Context: an optimization exercise on an open-source flow, tuned for a short achievable clock period, few clock cycles and low power. The choices shown serve that exercise and are no tape-out recipe.
RTL that was checked went through simulation tests only; none was proved equivalent to the original.
No activity file was given, so power comes from the tool's default toggle rates.

==> inputs of build 42 <==
==> flow/design.v <==
package cpu_pkg;
    parameter int WORD_W    = 16;
    parameter int BYTE_W    = 8;
    parameter int PADDR_W   = 20;
    parameter int REG_IDX_W = 3;
endpackage
`timescale 1ns/100ps
import cpu_pkg::*;
module core_top #(
    parameter logic [cpu_pkg::PADDR_W-1:0] CODE_BASE   = '0,
    parameter logic [cpu_pkg::PADDR_W-1:0] DATA_BASE   = 20'h01000,
    parameter logic [cpu_pkg::PADDR_W-1:0] STACK_BASE  = 20'h02000,
    parameter logic [cpu_pkg::WORD_W-1:0]  SP_INIT     = 16'h0100,
    parameter int                          QUEUE_DEPTH = 4
) (
    input  logic                        clk,
    input  logic                        rst,
    output logic [cpu_pkg::PADDR_W-1:0] rom_addr,
    input  logic [cpu_pkg::BYTE_W-1:0]  rom_data,
    output logic                        mem_en,
    output logic                        mem_we,
    output logic [cpu_pkg::PADDR_W-1:0] mem_addr,
    output logic [cpu_pkg::WORD_W-1:0]  mem_wdata,
    input  logic [cpu_pkg::WORD_W-1:0]  mem_rdata,
    output logic                        halted
);
    localparam int PC_W = 12;
    localparam int MA_W = 17;
    localparam logic [2:0] S_OP    = 3'd0;
    localparam logic [2:0] S_MODRM = 3'd1;
    localparam logic [2:0] S_D1    = 3'd2;
    localparam logic [2:0] S_D2    = 3'd3;
    localparam logic [2:0] S_HALT  = 3'd4;
    localparam logic [2:0] K_IMM  = 3'd1;
    localparam logic [2:0] K_RR   = 3'd2;
    localparam logic [2:0] K_LD   = 3'd3;
    localparam logic [2:0] K_ST   = 3'd4;
    localparam logic [2:0] K_PUSH = 3'd5;
    localparam logic [2:0] K_POP  = 3'd6;
    logic [PC_W-1:0]    pc;
    logic [2:0]         st;
    logic               run;
    logic               f_two;      
    logic               f_sext;     
    logic               f_opd;      
    logic               f_opw;      
    logic               x_valid;
    logic [2:0]         x_kind;
    logic [2:0]         x_wp;       
    logic               x_lo;       
    logic               x_hi;       
    logic [2:0]         x_sp;       
    logic               x_shi;      
    logic [4:0]         x_use;      
    logic [WORD_W-1:0]  x_data;     
    logic               m_en;
    logic               m_we;
    logic [MA_W-1:0]    m_a;
    logic [WORD_W-1:0]  m_wd;
    logic               ld1_v;
    logic [2:0]         ld1_dst;
    logic               ld2_v;
    logic [2:0]         ld2_dst;
    logic [WORD_W-1:0]  regs [8];
    logic               is_imm, is_rr, is_ld, is_st, is_push, is_pop, is_mem;
    logic               use_src, is_wr, xw;
    logic               haz1, haz2;
    logic               stall;
    logic               go;
    logic               fen;
    logic               fwd;
    logic [WORD_W-1:0]  rv;
    logic [BYTE_W-1:0]  rb;
    logic [WORD_W-1:0]  xv;
    logic [WORD_W-1:0]  base_b;
    logic [WORD_W-1:0]  base_i;
    logic [WORD_W-1:0]  ea;
    logic [MA_W-1:0]    addr;
    assign is_imm  = (x_kind == K_IMM);
    assign is_rr   = (x_kind == K_RR);
    assign is_ld   = (x_kind == K_LD);
    assign is_st   = (x_kind == K_ST);
    assign is_push = (x_kind == K_PUSH);
    assign is_pop  = (x_kind == K_POP);
    assign is_mem  = is_ld | is_st | is_push | is_pop;
    assign use_src = is_rr | is_st | is_push;
    assign is_wr   = is_imm | is_rr;
    assign xw      = x_lo & x_hi;
    function automatic logic base_hit(input logic [4:0] use_, input logic [2:0] r);
        base_hit = (use_[0] && r == 3'd3) || (use_[1] && r == 3'd5) ||
                   (use_[2] && r == 3'd6) || (use_[3] && r == 3'd7) ||
                   (use_[4] && r == 3'd4);
    endfunction
    assign haz1  = ld1_v && ((use_src && x_sp == ld1_dst) ||
                             (is_wr && x_wp == ld1_dst) ||
                             base_hit(x_use, ld1_dst));
    assign haz2  = ld2_v && base_hit(x_use, ld2_dst);
    assign stall = x_valid && (haz1 || haz2);
    assign go    = x_valid && !stall;
    assign fen   = run && !stall;
    assign fwd = ld2_v && (x_sp == ld2_dst);
    assign rv  = fwd ? mem_rdata : regs[x_sp];
    assign rb  = x_shi ? rv[15:8] : rv[7:0];
    always_comb begin
        if (is_imm) xv = xw ? x_data : {x_data[7:0], x_data[7:0]};
        else        xv = xw ? rv : {rb, rb};
    end
    function automatic logic [WORD_W-1:0] ks_add(input logic [WORD_W-1:0] x,
                                                 input logic [WORD_W-1:0] y);
        logic [WORD_W-1:0] g, p, g2, p2;
        g = x & y;
        p = x ^ y;
        for (int d = 1; d < WORD_W; d = d * 2) begin
            g2 = g;
            p2 = p;
            for (int i = d; i < WORD_W; i++) begin
                g2[i] = g[i] | (p[i] & g[i-d]);
                p2[i] = p[i] & p[i-d];
            end
            g = g2;
            p = p2;
        end
        ks_add = (x ^ y) ^ {g[WORD_W-2:0], 1'b0};
    endfunction
    assign base_b = ({WORD_W{x_use[0]}} & regs[3]) |
                    ({WORD_W{x_use[1]}} & regs[5]) |
                    ({WORD_W{x_use[4]}} & regs[4]);
    assign base_i = ({WORD_W{x_use[2]}} & regs[6]) |
                    ({WORD_W{x_use[3]}} & regs[7]);
    assign ea = ks_add(base_b ^ base_i ^ x_data,
                       {(base_b[14:0] & base_i[14:0]) | (base_b[14:0] & x_data[14:0]) |
                        (base_i[14:0] & x_data[14:0]), 1'b0});
    assign addr = {1'b0, ea} + ((is_push || is_pop) ? MA_W'(STACK_BASE) : MA_W'(DATA_BASE));
    always_ff @(posedge clk) begin
        m_a     <= addr;
        m_we    <= is_st || is_push;
        m_wd    <= rv;
        ld1_dst <= x_wp;
        ld2_dst <= ld1_dst;
    end
    always_ff @(posedge clk or negedge rst) begin
        if (!rst) begin
            m_en  <= 1'b0;
            ld1_v <= 1'b0;
            ld2_v <= 1'b0;
        end else begin
            m_en  <= go && is_mem;
            ld1_v <= go && (is_ld || is_pop);
            ld2_v <= ld1_v;
        end
    end
    always_ff @(posedge clk or negedge rst) begin
        if (!rst) begin
            for (int i = 0; i < 8; i++) begin
                regs[i] <= (i == 4) ? SP_INIT : '0;
            end
        end else begin
            for (int i = 0; i < 8; i++) begin
                if (i == 4 && go && is_push) begin
                    regs[i] <= regs[i] - WORD_W'(2);
                end else if (i == 4 && go && is_pop) begin
                    regs[i] <= regs[i] + WORD_W'(2);
                end else begin
                    if (go && is_wr && x_lo && x_wp == 3'(i)) begin
                        regs[i][7:0] <= xv[7:0];
                    end else if (ld2_v && ld2_dst == 3'(i)) begin
                        regs[i][7:0] <= mem_rdata[7:0];
                    end
                    if (go && is_wr && x_hi && x_wp == 3'(i)) begin
                        regs[i][15:8] <= xv[15:8];
                    end else if (ld2_v && ld2_dst == 3'(i)) begin
                        regs[i][15:8] <= mem_rdata[15:8];
                    end
                end
            end
        end
    end
    logic [BYTE_W-1:0]  b;
    logic               done;
    logic [1:0]         skip;
    logic               direct;
    assign b = rom_data;
    assign direct = (b[7:6] == 2'b00) && (b[2:0] == 3'b110);
    always_comb begin
        done = 1'b0;
        skip = 2'd0;
        case (st)
            S_OP:    done = (b[7:4] == 4'h5);
            S_MODRM: begin
                done = (b[7:6] == 2'b11) ||
                       (f_opw && b[7:6] == 2'b00 && b[2:0] != 3'b110);
                if (!f_opw && b[7:6] != 2'b11) begin
                    skip = (b[7:6] == 2'b01) ? 2'd1 :
                           (b[7:6] == 2'b10 || direct) ? 2'd2 : 2'd0;
                end
            end
            S_D1:    done = !f_two;
            S_D2:    done = 1'b1;
            default: done = 1'b0;
        endcase
    end
    always_ff @(posedge clk or negedge rst) begin
        if (!rst) begin
            pc      <= '0;
            st      <= S_OP;
            run     <= 1'b1;
            x_valid <= 1'b0;
        end else begin
            run     <= run && (st != S_HALT);
            x_valid <= stall || (fen && done);
            if (fen) begin
                pc <= pc + PC_W'(skip) + PC_W'(1);
                case (st)
                    S_OP: begin
                        if (b[7:2] == 6'b100010)           st <= S_MODRM;
                        else if (b[7:4] == 4'hB)           st <= S_D1;
                        else if (b == 8'hA1 || b == 8'hA3) st <= S_D1;
                        else if (b == 8'hF4)               st <= S_HALT;
                    end
                    S_MODRM: begin
                        if (!done && skip == 2'd0 && (f_opw || b[7:6] == 2'b11)) st <= S_D1;
                        else                                                   st <= S_OP;
                    end
                    S_D1: begin
                        st <= f_two ? S_D2 : S_OP;
                    end
                    default: st <= S_OP;
                endcase
            end
        end
    end
    always_ff @(posedge clk) begin
        if (fen) begin
            case (st)
                S_OP: begin
                    f_opd  <= b[1];
                    f_opw  <= b[0];
                    f_sext <= 1'b0;
                    f_two  <= 1'b1;
                    x_wp   <= b[2:0];
                    x_sp   <= b[2:0];
                    x_shi  <= 1'b0;
                    x_lo   <= 1'b1;
                    x_hi   <= 1'b1;
                    x_use  <= 5'b10000;
                    x_data <= b[3] ? 16'h0000 : 16'hFFFE;
                    if (b[7:4] == 4'hB) begin
                        x_kind <= K_IMM;
                        f_two  <= b[3];
                        if (!b[3]) begin
                            x_wp <= {1'b0, b[1:0]};
                            x_lo <= !b[2];
                            x_hi <= b[2];
                        end
                    end else if (b[7:4] == 4'h5) begin
                        x_kind <= b[3] ? K_POP : K_PUSH;
                    end else begin
                        x_kind <= b[1] ? K_ST : K_LD;
                        x_wp   <= 3'd0;
                        x_sp   <= 3'd0;
                        x_use  <= 5'b00000;
                    end
                end
                S_MODRM: begin
                    f_sext <= (b[7:6] == 2'b01);
                    f_two  <= (b[7:6] != 2'b01);
                    x_data <= '0;
                    if (b[7:6] == 2'b11) begin
                        x_kind <= K_RR;
                        if (f_opw) begin
                            x_wp  <= f_opd ? b[5:3] : b[2:0];
                            x_sp  <= f_opd ? b[2:0] : b[5:3];
                            x_shi <= 1'b0;
                            x_lo  <= 1'b1;
                            x_hi  <= 1'b1;
                        end else begin
                            x_wp  <= {1'b0, f_opd ? b[4:3] : b[1:0]};
                            x_sp  <= {1'b0, f_opd ? b[1:0] : b[4:3]};
                            x_shi <= f_opd ? b[2] : b[5];
                            x_lo  <= !(f_opd ? b[5] : b[2]);
                            x_hi  <= f_opd ? b[5] : b[2];
                        end
                    end else begin
                        x_kind <= f_opd ? K_LD : K_ST;
                        x_wp   <= b[5:3];
                        x_sp   <= b[5:3];
                    end
                    case (b[2:0])
                        3'd0:    x_use <= 5'b00101;
                        3'd1:    x_use <= 5'b01001;
                        3'd2:    x_use <= 5'b00110;
                        3'd3:    x_use <= 5'b01010;
                        3'd4:    x_use <= 5'b00100;
                        3'd5:    x_use <= 5'b01000;
                        3'd6:    x_use <= direct ? 5'b00000 : 5'b00010;
                        default: x_use <= 5'b00001;
                    endcase
                    if (b[7:6] == 2'b11) x_use <= 5'b00000;
                end
                S_D1: begin
                    x_data[7:0] <= b;
                    if (f_sext) x_data[15:8] <= {BYTE_W{b[7]}};
                end
                S_D2: begin
                    x_data[15:8] <= b;
                end
                default: ;
            endcase
        end
    end
    assign rom_addr  = PADDR_W'(CODE_BASE << 4) + PADDR_W'(pc);
    assign mem_en    = m_en;
    assign mem_we    = m_we;
    assign mem_addr  = PADDR_W'(m_a);
    assign mem_wdata = m_wd;
    assign halted    = !run || (st == S_HALT && !m_en);
endmodule
==> flow/run.sh <==
#!/bin/bash
# synth_recipe.tcl (not shown) runs the flow's synth.tcl, then flattens the netlist and writes it again
# the make line also repeats each setting of config.mk as NAME=value (left out here)
make -C /OpenROAD-flow-scripts/flow DESIGN_CONFIG=/design/flow/config.mk WORK_HOME=/design/flow/orfs CLKGATE_MAP_FILE= SYNTH_SCRIPT=/design/flow/synth_recipe.tcl finish
==> flow/config.mk <==
export PLATFORM = sky130hd
export DESIGN_NAME = core_top
export DESIGN_NICKNAME = core_top
export VERILOG_FILES = /design/flow/design.v
export SDC_FILE = /design/flow/constraint.sdc
export NUM_CORES = 4
export LEC_CHECK = 0
export CAP_MARGIN = 20
export CORE_MARGIN = 2
export CORE_UTILIZATION = 40
export CTS_BUF_LIST = sky130_fd_sc_hd__clkbuf_8
export SETUP_SLACK_MARGIN = 5
export SLEW_MARGIN = 20
==> flow/constraint.sdc <==
create_clock -name core_clock -period 8.0 [get_ports {clk}]
set_input_delay 1.6000 -clock core_clock [delete_from_list [all_inputs] [get_ports {clk}]]
set_output_delay 1.6000 -clock core_clock [all_outputs]
set_load 0.01 [all_outputs]
==> inputs of trial 50, as changes to build 42 <==
--- a/flow/design.v
+++ b/flow/design.v
@@ -52,10 +52,10 @@
     logic [2:0]         x_sp;       
     logic               x_shi;      
-    logic [4:0]         x_use;      
-    logic [WORD_W-1:0]  x_data;     
+    logic [3:0]         x_use;      
+    logic [WORD_W-1:0]  x_data;
     logic               m_en;
     logic               m_we;
-    logic [MA_W-1:0]    m_a;
-    logic [WORD_W-1:0]  m_wd;
+    logic [WORD_W-1:0]  m_a;
+    logic               m_stack;
     logic               ld1_v;
     logic [2:0]         ld1_dst;
@@ -75,6 +75,9 @@
     logic [WORD_W-1:0]  base_b;
     logic [WORD_W-1:0]  base_i;
-    logic [WORD_W-1:0]  ea;
-    logic [MA_W-1:0]    addr;
+    logic [WORD_W-1:0]  cs_s;
+    logic [WORD_W-1:0]  cs_c;
+    logic [WORD_W-1:0]  dsum;
+    logic [WORD_W-1:0]  ssum;
+    logic [WORD_W-1:0]  addr;
     assign is_imm  = (x_kind == K_IMM);
     assign is_rr   = (x_kind == K_RR);
@@ -92,8 +95,10 @@
                    (use_[4] && r == 3'd4);
     endfunction
+    logic [4:0] use5;
+    assign use5 = {is_push || is_pop, x_use};
     assign haz1  = ld1_v && ((use_src && x_sp == ld1_dst) ||
                              (is_wr && x_wp == ld1_dst) ||
-                             base_hit(x_use, ld1_dst));
-    assign haz2  = ld2_v && base_hit(x_use, ld2_dst);
+                             base_hit(use5, ld1_dst));
+    assign haz2  = ld2_v && base_hit(use5, ld2_dst);
     assign stall = x_valid && (haz1 || haz2);
     assign go    = x_valid && !stall;
@@ -123,17 +128,16 @@
         ks_add = (x ^ y) ^ {g[WORD_W-2:0], 1'b0};
     endfunction
-    assign base_b = ({WORD_W{x_use[0]}} & regs[3]) |
-                    ({WORD_W{x_use[1]}} & regs[5]) |
-                    ({WORD_W{x_use[4]}} & regs[4]);
-    assign base_i = ({WORD_W{x_use[2]}} & regs[6]) |
-                    ({WORD_W{x_use[3]}} & regs[7]);
-    assign ea = ks_add(base_b ^ base_i ^ x_data,
-                       {(base_b[14:0] & base_i[14:0]) | (base_b[14:0] & x_data[14:0]) |
-                        (base_i[14:0] & x_data[14:0]), 1'b0});
-    assign addr = {1'b0, ea} + ((is_push || is_pop) ? MA_W'(STACK_BASE) : MA_W'(DATA_BASE));
+    assign base_b = ({WORD_W{x_use[0]}} & regs[3]) | ({WORD_W{x_use[1]}} & regs[5]);
+    assign base_i = ({WORD_W{x_use[2]}} & regs[6]) | ({WORD_W{x_use[3]}} & regs[7]);
+    assign cs_s = base_b ^ base_i ^ x_data;
+    assign cs_c = {(base_b[14:0] & base_i[14:0]) | (base_b[14:0] & x_data[14:0]) |
+                   (base_i[14:0] & x_data[14:0]), 1'b0};
+    assign dsum = ks_add(cs_s, cs_c);
+    assign ssum = ks_add(regs[4], is_push ? WORD_W'(STACK_BASE - 2) : WORD_W'(STACK_BASE));
+    assign addr = (is_push || is_pop) ? ssum : dsum;
     always_ff @(posedge clk) begin
         m_a     <= addr;
+        m_stack <= is_push || is_pop;
         m_we    <= is_st || is_push;
-        m_wd    <= rv;
         ld1_dst <= x_wp;
         ld2_dst <= ld1_dst;
@@ -181,4 +185,8 @@
     logic               direct;
     assign b = rom_data;
+    assign f_opd  = x_shi;
+    assign f_opw  = x_lo;
+    assign f_sext = (x_kind != K_IMM) && x_shi;
+    assign f_two  = (x_kind == K_IMM) ? (x_lo && x_hi) : !x_shi;
     assign direct = (b[7:6] == 2'b00) && (b[2:0] == 3'b110);
     always_comb begin
@@ -234,8 +242,4 @@
             case (st)
                 S_OP: begin
-                    f_opd  <= b[1];
-                    f_opw  <= b[0];
-                    f_sext <= 1'b0;
-                    f_two  <= 1'b1;
                     x_wp   <= b[2:0];
                     x_sp   <= b[2:0];
@@ -243,9 +247,7 @@
                     x_lo   <= 1'b1;
                     x_hi   <= 1'b1;
-                    x_use  <= 5'b10000;
-                    x_data <= b[3] ? 16'h0000 : 16'hFFFE;
+                    x_use  <= 4'b0000;
                     if (b[7:4] == 4'hB) begin
                         x_kind <= K_IMM;
-                        f_two  <= b[3];
                         if (!b[3]) begin
                             x_wp <= {1'b0, b[1:0]};
@@ -259,11 +261,13 @@
                         x_wp   <= 3'd0;
                         x_sp   <= 3'd0;
-                        x_use  <= 5'b00000;
+                        x_use  <= 4'b0000;
+                    end
+                    if (b[7:2] == 6'b100010) begin
+                        x_shi <= b[1];
+                        x_lo  <= b[0];
                     end
                 end
                 S_MODRM: begin
-                    f_sext <= (b[7:6] == 2'b01);
-                    f_two  <= (b[7:6] != 2'b01);
-                    x_data <= '0;
+                    x_data <= WORD_W'(DATA_BASE);
                     if (b[7:6] == 2'b11) begin
                         x_kind <= K_RR;
@@ -285,33 +289,38 @@
                         x_wp   <= b[5:3];
                         x_sp   <= b[5:3];
+                        x_shi  <= (b[7:6] == 2'b01);
                     end
                     case (b[2:0])
-                        3'd0:    x_use <= 5'b00101;
-                        3'd1:    x_use <= 5'b01001;
-                        3'd2:    x_use <= 5'b00110;
-                        3'd3:    x_use <= 5'b01010;
-                        3'd4:    x_use <= 5'b00100;
-                        3'd5:    x_use <= 5'b01000;
-                        3'd6:    x_use <= direct ? 5'b00000 : 5'b00010;
-                        default: x_use <= 5'b00001;
+                        3'd0:    x_use <= 4'b0101;
+                        3'd1:    x_use <= 4'b1001;
+                        3'd2:    x_use <= 4'b0110;
+                        3'd3:    x_use <= 4'b1010;
+                        3'd4:    x_use <= 4'b0100;
+                        3'd5:    x_use <= 4'b1000;
+                        3'd6:    x_use <= direct ? 4'b0000 : 4'b0010;
+                        default: x_use <= 4'b0001;
                     endcase
-                    if (b[7:6] == 2'b11) x_use <= 5'b00000;
+                    if (b[7:6] == 2'b11) x_use <= 4'b0000;
                 end
                 S_D1: begin
                     x_data[7:0] <= b;
-                    if (f_sext) x_data[15:8] <= {BYTE_W{b[7]}};
+                    if (f_sext) x_data[15:8] <= {BYTE_W{b[7]}} + BYTE_W'(DATA_BASE >> 8);
                 end
                 S_D2: begin
-                    x_data[15:8] <= b;
+                    x_data[15:8] <= (x_kind == K_IMM) ? b : b + BYTE_W'(DATA_BASE >> 8);
                 end
                 default: ;
             endcase
         end
+        if (go && (is_st || is_push)) x_data <= rv;
     end
     assign rom_addr  = PADDR_W'(CODE_BASE << 4) + PADDR_W'(pc);
     assign mem_en    = m_en;
     assign mem_we    = m_we;
-    assign mem_addr  = PADDR_W'(m_a);
-    assign mem_wdata = m_wd;
+    assign mem_addr  = {3'b000,
+                        m_stack ? (m_a[15:12] < 4'(STACK_BASE >> 12))
+                                : (m_a[15:12] < 4'(DATA_BASE >> 12)),
+                        m_a};
+    assign mem_wdata = x_data;
     assign halted    = !run || (st == S_HALT && !m_en);
 endmodule
==> flow/flow/run.sh (new file) <==
#!/bin/bash
# Layout flow: the standard flow (standard.sh), with these changes after
# synthesis, which is run unchanged:
#  - the resizer may swap a cell for one of another footprint
#    (MATCH_CELL_FOOTPRINT=0; the platform sets 1), so repair_timing can
#    upsize gates and buffers;
#  - the port buffers that global placement inserts are buf_4 cells rather
#    than the resizer's default (a delay buffer);
#  - clock tree synthesis clusters up to 24 flip-flops within 90 um per leaf
#    buffer and adds no dummy loads.
# Each step's full output goes to a log file in the work folder; ORFS's own
# per-step logs are under orfs/logs.
set -euo pipefail
bash standard.sh synth > flow_synth.log 2>&1
bash standard.sh MATCH_CELL_FOOTPRINT=0 \
    "BUFFER_PORTS_ARGS=-buffer_cell sky130_fd_sc_hd__buf_4" \
    "CTS_ARGS=-sink_clustering_enable -repair_clock_nets -sink_clustering_size 24 -sink_clustering_max_diameter 90 -dont_use_dummy_load" \
    finish > flow_layout.log 2>&1
==> flow/standard.sh (new file) <==
#!/bin/bash
# synth_recipe.tcl (not shown) runs the flow's synth.tcl, then flattens the netlist and writes it again
# the make line also repeats each setting of config.mk as NAME=value (left out here)
make -C /OpenROAD-flow-scripts/flow DESIGN_CONFIG=/design/flow/config.mk WORK_HOME=/design/flow/orfs CLKGATE_MAP_FILE= SYNTH_SCRIPT=/design/flow/synth_recipe.tcl "${@:-finish}"
--- a/flow/config.mk
+++ b/flow/config.mk
@@ -8,6 +8,6 @@
 export CAP_MARGIN = 20
 export CORE_MARGIN = 2
-export CORE_UTILIZATION = 40
-export CTS_BUF_LIST = sky130_fd_sc_hd__clkbuf_8
+export CORE_UTILIZATION = 65
+export PLACE_DENSITY = 0.9
 export SETUP_SLACK_MARGIN = 5
 export SLEW_MARGIN = 20
removed: flow/run.sh
==> inputs of build 22, as changes to build 42 <==
--- a/flow/design.v
+++ b/flow/design.v
@@ -41,4 +41,5 @@
     logic [2:0]         st;
     logic               run;
+    logic               halted_q;
     logic               f_two;      
     logic               f_sext;     
@@ -75,5 +76,11 @@
     logic [WORD_W-1:0]  base_b;
     logic [WORD_W-1:0]  base_i;
-    logic [WORD_W-1:0]  ea;
+    logic [WORD_W-1:0]  cs_s;
+    logic [WORD_W-1:0]  cs_c;
+    logic [WORD_W-1:0]  lo13;
+    logic [3:0]         hs;
+    logic [4:0]         seg;
+    logic [4:0]         top0;
+    logic [4:0]         top1;
     logic [MA_W-1:0]    addr;
     assign is_imm  = (x_kind == K_IMM);
@@ -128,8 +135,13 @@
     assign base_i = ({WORD_W{x_use[2]}} & regs[6]) |
                     ({WORD_W{x_use[3]}} & regs[7]);
-    assign ea = ks_add(base_b ^ base_i ^ x_data,
-                       {(base_b[14:0] & base_i[14:0]) | (base_b[14:0] & x_data[14:0]) |
-                        (base_i[14:0] & x_data[14:0]), 1'b0});
-    assign addr = {1'b0, ea} + ((is_push || is_pop) ? MA_W'(STACK_BASE) : MA_W'(DATA_BASE));
+    assign cs_s = base_b ^ base_i ^ x_data;
+    assign cs_c = {(base_b[14:0] & base_i[14:0]) | (base_b[14:0] & x_data[14:0]) |
+                   (base_i[14:0] & x_data[14:0]), 1'b0};
+    assign lo13 = ks_add({4'd0, cs_s[11:0]}, {4'd0, cs_c[11:0]});
+    assign hs   = cs_s[15:12] + cs_c[15:12];
+    assign seg  = (is_push || is_pop) ? 5'(STACK_BASE >> 12) : 5'(DATA_BASE >> 12);
+    assign top0 = {1'b0, hs} + seg;
+    assign top1 = {1'b0, hs + 4'd1} + seg;
+    assign addr = {lo13[12] ? top1 : top0, lo13[11:0]};
     always_ff @(posedge clk) begin
         m_a     <= addr;
@@ -205,7 +217,10 @@
             st      <= S_OP;
             run     <= 1'b1;
+            halted_q <= 1'b0;
             x_valid <= 1'b0;
         end else begin
             run     <= run && (st != S_HALT);
+            halted_q <= !run || (st == S_HALT) ||
+                        (fen && st == S_OP && b == 8'hF4 && !(go && is_mem));
             x_valid <= stall || (fen && done);
             if (fen) begin
@@ -314,4 +329,4 @@
     assign mem_addr  = PADDR_W'(m_a);
     assign mem_wdata = m_wd;
-    assign halted    = !run || (st == S_HALT && !m_en);
+    assign halted    = halted_q;
 endmodule
--- a/flow/config.mk
+++ b/flow/config.mk
@@ -8,6 +8,8 @@
 export CAP_MARGIN = 20
 export CORE_MARGIN = 2
-export CORE_UTILIZATION = 40
-export CTS_BUF_LIST = sky130_fd_sc_hd__clkbuf_8
+export CORE_UTILIZATION = 65
+export CTS_CLUSTER_DIAMETER = 100
+export CTS_CLUSTER_SIZE = 25
+export PLACE_DENSITY = 0.75
 export SETUP_SLACK_MARGIN = 5
 export SLEW_MARGIN = 20
==> inputs of build 46, as changes to build 42 <==
--- a/flow/design.v
+++ b/flow/design.v
@@ -41,4 +41,5 @@
     logic [2:0]         st;
     logic               run;
+    logic               halted_q;
     logic               f_two;      
     logic               f_sext;     
@@ -75,5 +76,11 @@
     logic [WORD_W-1:0]  base_b;
     logic [WORD_W-1:0]  base_i;
-    logic [WORD_W-1:0]  ea;
+    logic [WORD_W-1:0]  cs_s;
+    logic [WORD_W-1:0]  cs_c;
+    logic [WORD_W-1:0]  lo13;
+    logic [3:0]         hs;
+    logic [4:0]         seg;
+    logic [4:0]         top0;
+    logic [4:0]         top1;
     logic [MA_W-1:0]    addr;
     assign is_imm  = (x_kind == K_IMM);
@@ -128,8 +135,13 @@
     assign base_i = ({WORD_W{x_use[2]}} & regs[6]) |
                     ({WORD_W{x_use[3]}} & regs[7]);
-    assign ea = ks_add(base_b ^ base_i ^ x_data,
-                       {(base_b[14:0] & base_i[14:0]) | (base_b[14:0] & x_data[14:0]) |
-                        (base_i[14:0] & x_data[14:0]), 1'b0});
-    assign addr = {1'b0, ea} + ((is_push || is_pop) ? MA_W'(STACK_BASE) : MA_W'(DATA_BASE));
+    assign cs_s = base_b ^ base_i ^ x_data;
+    assign cs_c = {(base_b[14:0] & base_i[14:0]) | (base_b[14:0] & x_data[14:0]) |
+                   (base_i[14:0] & x_data[14:0]), 1'b0};
+    assign lo13 = ks_add({4'd0, cs_s[11:0]}, {4'd0, cs_c[11:0]});
+    assign hs   = cs_s[15:12] + cs_c[15:12];
+    assign seg  = (is_push || is_pop) ? 5'(STACK_BASE >> 12) : 5'(DATA_BASE >> 12);
+    assign top0 = {1'b0, hs} + seg;
+    assign top1 = {1'b0, hs + 4'd1} + seg;
+    assign addr = {lo13[12] ? top1 : top0, lo13[11:0]};
     always_ff @(posedge clk) begin
         m_a     <= addr;
@@ -205,7 +217,10 @@
             st      <= S_OP;
             run     <= 1'b1;
+            halted_q <= 1'b0;
             x_valid <= 1'b0;
         end else begin
             run     <= run && (st != S_HALT);
+            halted_q <= !run || (st == S_HALT) ||
+                        (fen && st == S_OP && b == 8'hF4 && !(go && is_mem));
             x_valid <= stall || (fen && done);
             if (fen) begin
@@ -314,4 +329,4 @@
     assign mem_addr  = PADDR_W'(m_a);
     assign mem_wdata = m_wd;
-    assign halted    = !run || (st == S_HALT && !m_en);
+    assign halted    = halted_q;
 endmodule
--- a/flow/config.mk
+++ b/flow/config.mk
@@ -9,5 +9,4 @@
 export CORE_MARGIN = 2
 export CORE_UTILIZATION = 40
-export CTS_BUF_LIST = sky130_fd_sc_hd__clkbuf_8
 export SETUP_SLACK_MARGIN = 5
 export SLEW_MARGIN = 20
==> comparison table <==
metric                                                                build 46          build 42                    trial 50          build 22
Net load switching power                                           0.0005859 W       0.0006649 W                 0.0004598 W       0.0004816 W
Tap cell count                                                             461               461                         280               280
Footprint of the multi-input gates                                   8591 um^2         8656 um^2                   9607 um^2         8591 um^2
Worst reg-to-reg path cell count                                            15                17                           8                15
Number of CTS-inserted buffers                                              28                43                          13                13
Post-CTS repair timing setup buffer count                                   49                52                          58                48
Insertion delay to the later sink of the worst-skew pair               0.57 ns           0.58 ns                     0.50 ns           0.51 ns
Global-route wire length before repair                                78350 um          75160 um                    77920 um          74260 um
Placement Setup Slack                                                 3.611 ns          3.719 ns                    4.071 ns          3.867 ns
Largest incremental delay on the critical path                         0.72 ns           0.57 ns                     1.30 ns           0.53 ns
Fraction of post-synthesis cell area in the top cell type by area       0.2551            0.2546                      0.2491            0.2551
Post-synthesis async set-or-reset flop share                            0.6593            0.6578                      0.7255            0.6593
Register-to-Register Setup Slack                                       3.82 ns           3.94 ns                     4.33 ns           4.07 ns
Status                                        no timing/DRC/antenna violations  no timing/DRC/antenna violations  complete, but fails checks  no timing/DRC/antenna violations
Reasons for failing layout checks                                            -                 -  max-capacitance violations                 -
Standard-cell row count                                                     69                69                          54                54
Non-filler cells, final                                                   2128              2113                        1904              1918
Group drawing the most power                                             clock  sequential cells            sequential cells  sequential cells
Clock transition at path regs                                          0.06 ns           0.06 ns                     0.10 ns           0.11 ns
Post-synthesis instance area                                        14420 um^2        14350 um^2                  14670 um^2        14420 um^2
Critical path depth                                                         15                17                           8                15
Count of non-CTS inverters in the layout                                    72                60                          48                72
Critical path's slowest cell                                          a222oi_1              fa_2                     o41ai_1              fa_1
Simple-gate area share of the yosys netlist                             0.1655            0.1561                      0.1541            0.1655
Xor/xnor cell area share of the yosys netlist                          0.02854           0.02442                     0.03464           0.02854
Testbench counts of trial 50, summed over its fixed seeds: cycles 31,386.
Function not checked in build 42, build 22 and build 46: the RTL went through the layout flow alone.

==> afterwards: timing with drivers on the ports <==
Ports are ideal in the flow. The routed layouts listed here were re-timed in OpenROAD. Step 1 assumes that a clkbuf_16 drives the clock port and a buf_2 every other input. Step 2 adds t to the input delays and takes it off the output delays; t is the mean of the earliest and latest rising clock arrival at the registers after step 1. Input paths then give back, and output paths get back, about the clock's delay inside the block. Slacks: no drivers / after step 1 / after step 2; pairs: no drivers / after step 1.
| run | t (ns) | slack for setup (ns) | worst slew at a driven data input, ns |
|---|---|---|---|
| build 42 | 0.615 | 3.943 / 3.943 / 3.943 | 0.05 |
| trial 50 | 0.532 | 4.326 / 4.326 / 4.326 | 0.04 |
| build 22 | 0.541 | 4.070 / 4.070 / 4.070 | 0.04 |
| build 46 | 0.621 | 3.818 / 3.818 / 3.818 | 0.04 |
